From an optimization exercise on the open Yosys and OpenROAD flow, aimed at a short achievable clock period and few clock cycles per item; shortcuts taken in it are not production practice. Only the layout flow was run in this run; the RTL was not checked for function there. No driver is modelled on the clock port, so clocking that relies on it looks cheaper here than on a real chip. Power is estimated from default activity; no workload was simulated.

==> design.v <==
package rx_cap_pkg;
  typedef enum logic [1:0] {
    IDLE,
    ARM,
    BURST,
    FLUSH
  } state_t;
  localparam int CNT_W = 16;
  function automatic logic [CNT_W-1:0] sat_inc(
    input logic [CNT_W-1:0] v
  );
    sat_inc = (&v) ? v : v + 1'b1;
  endfunction
endpackage
module rx_cap_fifo #(
  parameter int DEPTH = 10,
  parameter int WIDTH = 32
) (
  input  logic             clk,
  input  logic             rst_n,
  input  logic             push,
  input  logic [WIDTH-1:0] wdata,
  input  logic             pop,
  output logic [WIDTH-1:0] rdata
);
  logic [WIDTH-1:0] mem [DEPTH];
  logic [DEPTH-1:0] wp;
  logic [DEPTH-1:0] rp;
  always_ff @(posedge clk) begin
    for (int i = 0; i < DEPTH; i++)
      if (wp[i]) mem[i] <= wdata;
  end
  always_comb begin
    rdata = '0;
    for (int i = 0; i < DEPTH; i++)
      rdata = rdata | (mem[i] & {WIDTH{rp[i]}});
  end
  always_ff @(posedge clk or negedge rst_n) begin
    if (!rst_n) begin
      wp <= DEPTH'(1);
      rp <= DEPTH'(1);
    end else begin
      if (push) wp <= {wp[DEPTH-2:0], wp[DEPTH-1]};
      if (pop)  rp <= {rp[DEPTH-2:0], rp[DEPTH-1]};
    end
  end
endmodule
module rx_capture_burst_writer #(
  parameter int SAMPLE_W   = 16,
  parameter int CHANNELS   = 2,
  parameter int ADDR_W     = 32,
  parameter int BURST_LEN  = 8,
  parameter int FIFO_DEPTH = 10,
  localparam int DATA_W    = SAMPLE_W * CHANNELS,
  localparam int BC_W      = $clog2(BURST_LEN) + 1
) (
  input  logic              clk_clk,
  input  logic              reset_reset_n,
  input  logic              start,
  input  logic              stop,
  input  logic [ADDR_W-1:0] cfg_base,
  input  logic [ADDR_W-1:0] cfg_words,
  input  logic              in_valid,
  output logic              in_ready,
  input  logic [DATA_W-1:0] in_data,
  output logic [ADDR_W-1:0] avm_address,
  output logic              avm_write,
  output logic [DATA_W-1:0] avm_writedata,
  output logic [BC_W-1:0]   avm_burstcount,
  input  logic              avm_waitrequest,
  output logic              busy,
  output logic [ADDR_W-1:0] wr_ptr,
  output logic [rx_cap_pkg::CNT_W-1:0]  wrap_count,
  output logic              overflow,
  output logic [rx_cap_pkg::CNT_W-1:0]  drop_count
);
  localparam int BSH = $clog2(DATA_W / 8);
  localparam int WA  = ADDR_W - BSH;
  localparam int LW  = $clog2(BURST_LEN);
  localparam int CW  = 8;                    
  localparam int PC  = ADDR_W / CW;          
  localparam int AC  = (WA + CW - 1) / CW;   
  logic              idle;         
  logic              rdy_n;        
  logic              wr_n;         
  logic              wr_last;      
  logic              wr_mid;       
  logic [ADDR_W-1:0] addr_n;       
  logic [BC_W-1:0]   bc_n;         
  logic              enabled;      
  logic              stop_pend;    
  logic [FIFO_DEPTH-1:0] fill;     
  logic              grp;          
  logic [LW-1:0]     part;         
  logic              p7;           
  logic              sp_nz;        
  logic              sp_done;      
  logic              is_idle;      
  logic              is_last;      
  logic              ld_go;        
  logic              grp_next;
  logic              sp_nz_next;
  logic [BC_W-1:0]   beats_left;   
  logic [WA-1:0]     base_w;       
  logic [BSH-1:0]    base_lo;      
  logic [ADDR_W-1:0] words_q;
  logic [ADDR_W-1:0] words_m2;     
  logic              m2_borrow;    
  logic              words_one;    
  logic              wrap_nx;      
  logic [WA-1:0]     waddr;        
  logic [AC*CW-1:0] wa_pad;       
  logic [AC*CW-1:0] wa_pad_nx;
  logic [AC-1:0]     wa_ff;        
  logic [AC-1:0]     base_ff;      
  logic [AC-1:0]     wa_m1;        
  logic [AC-1:0]     wa_inc;       
  logic [PC-1:0]     p_ff;         
  logic [PC-1:0]     p_m1;         
  logic [PC-1:0]     p_inc;        
  logic [AC-1:0]     cfg_ff;       
  logic              wc_ff0;       
  logic              wc_ff1;       
  logic [DATA_W-1:0] head;
  logic              start_ev;
  logic              push;
  logic              beat;
  logic              slot;
  logic              full;
  logic              issue;
  logic              load;
  logic              next_write;
  logic              done;
  logic              fill_ok;
  logic [BC_W-1:0]   len;
  logic              len_one;
  logic [ADDR_W-1:0] addr_new;
  logic [WA-1:0]     waddr_next;   
  logic [ADDR_W-1:0] ptr_inc;      
  logic [ADDR_W-1:0] ptr_n;
  logic [ADDR_W-1:0] ptr;
  logic [ADDR_W-1:0] ptr_d;
  logic [rx_cap_pkg::CNT_W-1:0] wc_n;
  logic [rx_cap_pkg::CNT_W-1:0] wc;
  logic [rx_cap_pkg::CNT_W-1:0] wc_d;
  logic [DATA_W-1:0] wd_n;
  logic [DATA_W-1:0] wd_d;
  assign ptr = ~ptr_n;
  assign wc  = ~wc_n;
  logic [LW-1:0]     part_next;
  logic              cur_last_next;
  logic              stop_pend_next;
  assign overflow   = 1'b0;
  assign drop_count = '0;
  assign start_ev   = start & idle;
  assign push       = in_valid & ~rdy_n;
  assign beat       = ~wr_n & ~avm_waitrequest;
  assign slot       = wr_n | (wr_last & ~avm_waitrequest);
  assign full       = grp;
  assign issue      = is_idle | (is_last & ~avm_waitrequest);
  assign load       = is_idle | (ld_go & ~avm_waitrequest);
  assign next_write = is_idle | wr_mid | (avm_waitrequest ? wr_last : is_last);
  assign done       = sp_done & slot;
  assign len        = full ? BC_W'(BURST_LEN) : BC_W'(part);
  assign len_one    = ~grp & (part == LW'(1));
  always_comb begin
    for (int k = 0; k < AC; k++) begin
      wa_inc[k]  = (k == 0) ? 1'b1 : wa_inc[k-1] & wa_ff[k-1];
      wa_m1[k]   = 1'b1;
      base_ff[k] = 1'b1;
      cfg_ff[k]  = 1'b1;
    end
    for (int i = 0; i < WA; i++) begin
      wa_m1[i/CW]   = wa_m1[i/CW] & (waddr[i] == (i % CW != 0));
      base_ff[i/CW] = base_ff[i/CW] & base_w[i];
      cfg_ff[i/CW]  = cfg_ff[i/CW] & cfg_base[i+BSH];
    end
    for (int k = 0; k < PC; k++) begin
      p_inc[k] = (k == 0) ? 1'b1 : p_inc[k-1] & p_ff[k-1];
      p_m1[k]  = 1'b1;
    end
    for (int i = 0; i < ADDR_W; i++)
      p_m1[i/CW] = p_m1[i/CW] & (ptr[i] == (i % CW != 0));
  end
  always_comb begin
    wa_pad     = {{(AC*CW-WA){1'b0}}, waddr};
    wa_pad_nx  = wa_pad;
    ptr_inc    = ptr;
    for (int k = 0; k < AC; k++)
      if (wa_inc[k])
        wa_pad_nx[k*CW +: CW] = wa_pad[k*CW +: CW] + 1'b1;
    waddr_next = wa_pad_nx[WA-1:0];
    for (int k = 0; k < PC; k++)
      if (p_inc[k])
        ptr_inc[k*CW +: CW] = ptr[k*CW +: CW] + 1'b1;
    if (wrap_nx) begin
      waddr_next = base_w;
      ptr_inc    = '0;
    end
  end
  assign addr_new   = {(wr_n ? waddr : waddr_next), base_lo};
  always_comb begin
    if (push & ~load)      fill_ok = ~fill[FIFO_DEPTH-3];
    else if (~push & load) fill_ok = 1'b1;
    else                   fill_ok = ~fill[FIFO_DEPTH-2];
  end
  always_comb begin
    if (issue & ~full) part_next = '0;
    else if (push)     part_next = part + 1'b1;
    else               part_next = part;
  end
  logic p6;
  logic p7_next;
  assign p6      = (part == LW'(BURST_LEN - 2));
  assign p7_next = ~(issue & ~full) & (push ? p6 : p7);
  logic carry;
  assign carry   = push & p7;
  always_comb begin
    if (issue)     cur_last_next = len_one;
    else if (beat) cur_last_next = (beats_left == BC_W'(2));
    else           cur_last_next = wr_last;
  end
  assign stop_pend_next = (stop_pend | (stop & ~idle)) & ~done;
  assign grp_next       = (grp & ~slot) | carry;
  assign sp_nz_next     = stop_pend_next & (part_next != '0);
  rx_cap_fifo #(
    .DEPTH (FIFO_DEPTH),
    .WIDTH (DATA_W)
  ) u_fifo (
    .clk   (clk_clk),
    .rst_n (reset_reset_n),
    .push  (push),
    .wdata (in_data),
    .pop   (load),
    .rdata (head)
  );
  always_ff @(posedge clk_clk or negedge reset_reset_n) begin
    if (!reset_reset_n) begin
      busy       <= 1'b0;
      idle       <= 1'b1;
      enabled    <= 1'b0;
      in_ready   <= 1'b0;
      rdy_n      <= 1'b1;
      avm_write  <= 1'b0;
      wr_n       <= 1'b1;
      wr_last    <= 1'b0;
      wr_mid     <= 1'b0;
      stop_pend  <= 1'b0;
      fill       <= '0;
      grp        <= 1'b0;
      part       <= '0;
      p7         <= 1'b0;
      sp_nz      <= 1'b0;
      sp_done    <= 1'b0;
      is_idle    <= 1'b0;
      is_last    <= 1'b0;
      ld_go      <= 1'b0;
      beats_left <= '0;
    end else begin
      busy      <= start_ev | (~idle & ~done);
      idle      <= ~start_ev & (idle | done);
      enabled   <= start_ev | (enabled & ~stop);
      in_ready  <= start_ev | (enabled & ~stop & fill_ok);
      rdy_n     <= ~start_ev & ~(enabled & ~stop & fill_ok);
      avm_write <= next_write;
      wr_n      <= ~next_write;
      wr_last   <= next_write & cur_last_next;
      wr_mid    <= next_write & ~cur_last_next;
      stop_pend <= stop_pend_next;
      if (push & ~load)      fill <= {fill[FIFO_DEPTH-2:0], 1'b1};
      else if (~push & load) fill <= {1'b0, fill[FIFO_DEPTH-1:1]};
      grp       <= grp_next;
      part      <= part_next;
      p7        <= p7_next;
      sp_nz     <= sp_nz_next;
      sp_done   <= stop_pend_next & ~grp_next & (part_next == '0);
      is_idle   <= ~next_write & (grp_next | sp_nz_next);
      is_last   <= next_write & cur_last_next & (grp_next | sp_nz_next);
      ld_go     <= next_write & (~cur_last_next | grp_next | sp_nz_next);
      if (issue)     beats_left <= len;
      else if (beat) beats_left <= beats_left - 1'b1;
    end
  end
  always_comb begin
    if (!next_write) wd_d = '0;
    else if (load)   wd_d = head;
    else             wd_d = ~wd_n;
  end
  always_ff @(posedge clk_clk or negedge reset_reset_n) begin
    if (!reset_reset_n) begin
      avm_writedata <= '0;
      wd_n          <= '1;
    end else begin
      avm_writedata <= wd_d;
      wd_n          <= ~wd_d;
    end
  end
  always_ff @(posedge clk_clk) begin
    if (issue) begin
      bc_n   <= ~len;
      addr_n <= ~addr_new;
    end
    avm_burstcount <= issue ? len : ~bc_n;
    avm_address    <= issue ? addr_new : ~addr_n;
  end
  always_ff @(posedge clk_clk) begin
    {m2_borrow, words_m2[ADDR_W/2-1:0]} <= {1'b0, words_q[ADDR_W/2-1:0]} - (ADDR_W/2+1)'(2);
    words_m2[ADDR_W-1:ADDR_W/2] <= words_q[ADDR_W-1:ADDR_W/2] - (ADDR_W/2)'(m2_borrow);
    if (idle) begin
      base_w    <= cfg_base[ADDR_W-1:BSH];
      base_lo   <= cfg_base[BSH-1:0];
      words_q   <= cfg_words;
      words_one <= (cfg_words == ADDR_W'(1));
      wrap_nx   <= (cfg_words == ADDR_W'(1));
      waddr     <= cfg_base[ADDR_W-1:BSH];
      wa_ff     <= cfg_ff;
    end else if (beat) begin
      waddr   <= waddr_next;
      wa_ff   <= wrap_nx ? base_ff : ((wa_inc & wa_m1) | (~wa_inc & wa_ff));
      wrap_nx <= wrap_nx ? words_one : (ptr == words_m2);
    end
  end
  always_comb begin
    ptr_d = ptr;
    wc_d  = wc;
    if (start_ev) begin
      ptr_d = '0;
      wc_d  = '0;
    end else if (beat) begin
      ptr_d = ptr_inc;
      if (wrap_nx && !(wc_ff0 && wc_ff1)) begin
        wc_d[7:0] = wc[7:0] + 1'b1;
        if (wc_ff0) wc_d[15:8] = wc[15:8] + 1'b1;
      end
    end
  end
  always_ff @(posedge clk_clk or negedge reset_reset_n) begin
    if (!reset_reset_n) begin
      wr_ptr     <= '0;
      ptr_n      <= '1;
      wrap_count <= '0;
      wc_n       <= '1;
    end else begin
      wr_ptr     <= ptr_d;
      ptr_n      <= ~ptr_d;
      wrap_count <= wc_d;
      wc_n       <= ~wc_d;
    end
  end
  always_ff @(posedge clk_clk or negedge reset_reset_n) begin
    if (!reset_reset_n) begin
      p_ff       <= '0;
      wc_ff0     <= 1'b0;
      wc_ff1     <= 1'b0;
    end else if (start_ev) begin
      p_ff       <= '0;
      wc_ff0     <= 1'b0;
      wc_ff1     <= 1'b0;
    end else if (beat) begin
      p_ff   <= wrap_nx ? '0 : ((p_inc & p_m1) | (~p_inc & p_ff));
      if (wrap_nx && !(wc_ff0 && wc_ff1)) begin
        wc_ff0 <= (wc[7:0] == 8'hFE);
        if (wc_ff0) wc_ff1 <= (wc[15:8] == 8'hFE);
      end
    end
  end
endmodule
==> flow/run.sh <==
#!/bin/bash
set -euo pipefail
export POST_CTS_TCL="$PWD/flow/drop_root.tcl"
bash standard.sh > standard_make.log 2>&1
==> flow/drop_root.tcl <==
set block [ord::get_db_block]
set port_net [[$block findBTerm clk_clk] getNet]
set port_loads [$port_net getITerms]
if {[llength $port_loads] == 1} {
  set root [[lindex $port_loads 0] getInst]
  set master [[$root getMaster] getName]
  set out_net ""
  foreach it [$root getITerms] {
    if {[$it isOutputSignal]} { set out_net [$it getNet] }
  }
  if {[string match "sky130_fd_sc_hd__clkbuf_*" $master] && $out_net ne ""} {
    set sinks {}
    set all_bufs 1
    foreach it [$out_net getITerms] {
      if {[$it getInst] eq $root} { continue }
      lappend sinks $it
      if {![string match "sky130_fd_sc_hd__clkbuf_*" [[[$it getInst] getMaster] getName]]} {
        set all_bufs 0
      }
    }
    if {[llength $sinks] >= 1 && [llength $sinks] <= 4 && $all_bufs} {
      foreach it $sinks {
        $it disconnect
        $it connect $port_net
      }
      puts "drop_root: removed [$root getName], port drives [llength $sinks] buffers"
      odb::dbInst_destroy $root
      odb::dbNet_destroy $out_net
    } else {
      puts "drop_root: root [$root getName] drives [llength $sinks] sinks, kept"
    }
  }
}
==> standard.sh <==
#!/bin/bash
# synth_recipe.tcl (not shown) runs the flow's synth.tcl, then flattens the netlist and writes it again
# the make line also repeats each setting of config.mk as NAME=value (left out here)
make -C /OpenROAD-flow-scripts/flow DESIGN_CONFIG=/design/flow/config.mk WORK_HOME=/design/flow/orfs CLKGATE_MAP_FILE= SYNTH_SCRIPT=/design/flow/synth_recipe.tcl "${@:-finish}"
==> config.mk <==
export PLATFORM = sky130hd
export DESIGN_NAME = rx_capture_burst_writer
export DESIGN_NICKNAME = rx_capture_burst_writer
export VERILOG_FILES = /design/flow/design.v
export SDC_FILE = /design/flow/constraint.sdc
export NUM_CORES = 4
export LEC_CHECK = 0
export ABC_CLOCK_PERIOD_IN_PS = 2000
export CAP_MARGIN = 20
export CORE_MARGIN = 2
export CORE_UTILIZATION = 40
export CTS_CLUSTER_DIAMETER = 80
export CTS_CLUSTER_SIZE = 20
export SETUP_SLACK_MARGIN = 3.6
export SLEW_MARGIN = 20
export TNS_END_PERCENT = 100
==> constraint.sdc <==
create_clock -name core_clock -period 5.5 [get_ports {clk_clk}]
set_input_delay 1.1000 -clock core_clock [delete_from_list [all_inputs] [get_ports {clk_clk}]]
set_output_delay 1.1000 -clock core_clock [all_outputs]
set_load 0.01 [all_outputs]
==> impl_metrics.toml <==
[global_routing]
grt_first_pass_wirelength_mm = 106.6
track_usage = 0.1852
grt_pass1_vias = 17720
antenna_found_initial = 5
grt_max_degree = 85
overflow = 0

[worst_setup_path]
critPathBufInv = 1
startpoint_type = "input pin"
critPathMaxStageDelay_ns = 0.44
end_kind = "flip-flop"
critPathKind = "in2reg"
rr_worst_depth = 10
worstPathCellList = "buf_12 > nand4bb_4 > or4_4 > or3_1 > xor2_1 > and2_1"
cp_top_family = "simple AND/OR/NAND/NOR gates"
cp.required_ns = 5.84
path_depth = 6
cpMaxStageDelayCell = "or4_4"
cp_max_fo = 5
critPathArrivalTime_ns = 2.49

[final_layout]
instances_no_fill = 3394
stdcell_area_um2 = 36840
post-route-util = 0.5135
area_delta_synth_final_pct = 26.85
final-seq-area_um2 = 20680
nets = 2534
fill_cells = 5983
drive_above_1_share = 0.2952
multi_input_area_um2 = 8950

[sta]
rsz0062_at_grt = "true"
worst_slew_pin_slew_ns = 1.102
min_period_ns = 2.153
finalSetupViolations = 0
hold_viol = 0
maxSlewHeadroom = 0.2656
fin_setup_tns_ns = 0
fmax_ghz = 0.4644
fin_skew_ns = 0.04935
fin_crit_sh = 0.3915
finalMaxSlewViolations = 0

[routing]
met1Wirelength_mm = 32.85
drc = 0
avgRoutedWirePerCell_um = 23.16
drtPass1Iterations = 5
wl_met2_mm = 39.43
vias_per_cell = 5.455
ant_nets = 0
met3_length_mm = 4.998
wl_mm = 78.62
via_count = 18510
top_layer = "met5"
drt_iter0_markers = 1690

[clock_tree]
cts.clk_slew.worst_paths_ns = 0.09
clock-sinks = 742
cts_tree = "done"
insertion_delay_ns = 0.45

[logic_synthesis]
synth-seq-cells = 742
yosys_warnings = 3
synth_flop_cell = "edfxtp_1"
syn-cell-area_um2 = 29040
syn-mean-instance-area_um2 = 14.09
synth-async-reset-ratio = 0.2938
synth_edf_count = 455
synth_cell_types = 63
ys_seq_area_frac = 0.7096
synthCells = 2061

[place]
port_buffers = 220
placed_area_um2 = 32280
gp_congestion = 0.8113
placedCellCount = 3138
dp_hpwl_mm = 40.82

[floorplan]
coreArea_um2 = 71730
io_pins = 238
initial_core_util = 0.4048
rows = 98
die_w_um = 273.4
dieArea_um2 = 74770
die_h_um = 273.4

[worst_hold_path]
whs_path_depth = 0
hold_path.class = "reg2reg"

[run]
drv_cap = 0

[power_and_ir_drop]
p_leak_nw = 13.85
peakVddDrop_mv = 0.2381
p_per_area_nw_per_um2 = 444.8

[status]
outcome = "timing/DRC/antenna clean"
[power breakdown]
group / switching [mW] / internal (mW)
logic: 2.73 / 2.35
registers: 0.675 / 7.07
clock network: 1.88 / 1.68
total: 5.29 / 11.1
[stage by stage]
step | total power, mW | hold WS, ns | setup WS, ns
2_1_floorplan | 9.850 | 0.3233 | 2.935
3_3_place_gp | 11.01 | 0.3559 | 1.834
6_report | 16.39 | 0.3913 | 3.347
3_5_place_dp | 11.13 | 0.3830 | 1.783
5_1_grt | 17.14 | 0.4132 | 3.315
[flip-flops by register name, summed over array words and instances (netlist names), 16 cells and up, named ones only]
register,cells
addr_n,32
avm_address,32
avm_writedata,32
base_w,30
ptr_n,32
u_fifo.mem,320
waddr,30
wc_n,16
wd_n,32
words_m2,32
words_q,32
wr_ptr,32
wrap_count,16
[layer usage]
metal	vias up	global-route usage
met1	9549	0.2454
met2	521	0.3180
met3	92	0.03658
li1	8343	-
met4	8	0.03451
met5	-	0
[cells in the mapped netlist (all sizes together), types with 2 or more instances]
cell	number	area [um^2]
a211o	32	280.3
and2	29	181.4
nor4b	8	91.33
a21o	3	22.52
a211oi	33	247.7
buf	44	259.0
nor3b	7	57.55
inv	65	244.0
o21a	13	97.59
o31ai	9	67.56
or2	7	43.79
a22oi	97	728.2
a22o	37	324.1
a221oi	42	380.4
xnor2	59	516.8
nand3b	2	15.01
mux2i	57	570.6
dfstp	85	2233
mux2	22	247.7
dfrtp	133	3328
edfxtp	455	13660
or4	9	78.82
nand3	31	155.2
xor2	59	516.8
ha	28	350.3
or3	8	50.05
clkbuf	84	316.6
nor3	35	185.2
nand4b	3	26.28
a21oi	35	182.7
dfxtp	69	1381
a311oi	2	17.52
nand4	62	387.9
nand2b	14	87.58
nor2b	12	75.07
nor2	85	319.1
and3	2	12.51
o21ai	68	340.3
nand2	176	660.6
nor4	30	200.2
[cell families after synthesis]
group / after synthesis / share of synthesized area
flip-flops: 742 / 0.7096
AND/OR/NAND/NOR: 522 / 0.09177
AO/OA/AOI/OAI: 377 / 0.09432
buffers and inverters: 194 / 0.02835
XOR/XNOR: 118 / 0.03559
multiplexers: 79 / 0.02818
adder cells (fa/ha/maj): 28 / 0.01206
other: 1 / 0.0001291
[placed cells by master (no fill, tap or decap), types with 18 or more instances in the layout]
cell,instances
nand3_1,25
clkbuf_16,57
dfstp_2,82
nand4_1,62
mux2i_1,55
o21ai_1,18
buf_4,85
nor2_2,19
a221oi_1,28
xnor2_1,51
buf_6,74
dfrtp_1,124
nor3_1,23
a22oi_1,97
nor2_1,55
xor2_1,58
a21oi_1,25
a22o_1,37
buf_2,79
dfxtp_2,21
clkdlybuf4s50_1,61
inv_1,54
nand2_1,165
clkbuf_1,25
a211oi_2,29
a211o_1,32
and2_1,24
edfxtp_1,455
o21ai_0,47
buf_12,25
ha_1,26
dfxtp_1,47
[layout make-up]
class	count	share of cell area
antenna	2	0.0001359
clock buffer	72	0.03417
clock inverter	13	0.005367
inverter	66	0.008560
multi-input combinational	1145	0.2430
sequential	742	0.5614
tap	950	0.03227
timing repair buffer	390	0.1083
timing repair inverter	14	0.006861
[worst reg2reg max path, stage by stage, from the launching register on]
cell and delay (ns):
dfstp_4 0.68, buf_6 0.15, buf_6 0.11, nor3b_4 0.04
buf_4 0.13, buf_6 0.12, buf_6 0.11, buf_6 0.10
nor2_4 0.19, buf_12 0.17, and2_1 0.17
[final timing paths]
check	start	slack, ns	end
hold reg to reg	words_q[0]$_DFFE_PP_	0.39	words_m2[0]$_DFF_P_
setup / recovery	avm_waitrequest	3.35	wr_ptr[21]$_DFF_PN0_
min in group asynchronous	reset_reset_n	0.68	avm_writedata[16]$_DFF_PN0_
hold / removal	words_q[0]$_DFFE_PP_	0.39	words_m2[0]$_DFF_P_
setup reg to reg	wr_n$_DFF_PN1_	3.47	wr_ptr[20]$_DFF_PN0_
max in group asynchronous	reset_reset_n	3.77	wc_n[1]$_DFF_PN1_

==> separate check: timing with driven ports <==
The results above use ideal ports. As a check the final layout listed here was re-extracted and re-timed, cells and wires unchanged. Step 1 sets driving cells, clkbuf_16 on the clock port and buf_2 on the other inputs (assumed; they add their load-dependent delay and slew). Step 2, shift: input delay + t, output delay - t, t = (earliest + latest rising clock arrival at the registers) / 2. This alone moves slack from input paths to output paths. Three values: no drivers, after step 1, after step 2; two values: the first two.
t, ns: 0.554
setup WS [ns]: 3.347 / 3.247 / 2.781
latest minus earliest clock arrival (ns): 0.051 / 0.050
slew at the worst register clock pin (ns): 0.09 / 0.09
After both steps this run still meets setup and hold. For this run, drivers alone change the setup slack by -0.100 ns; drivers and shift together by -0.566 ns.
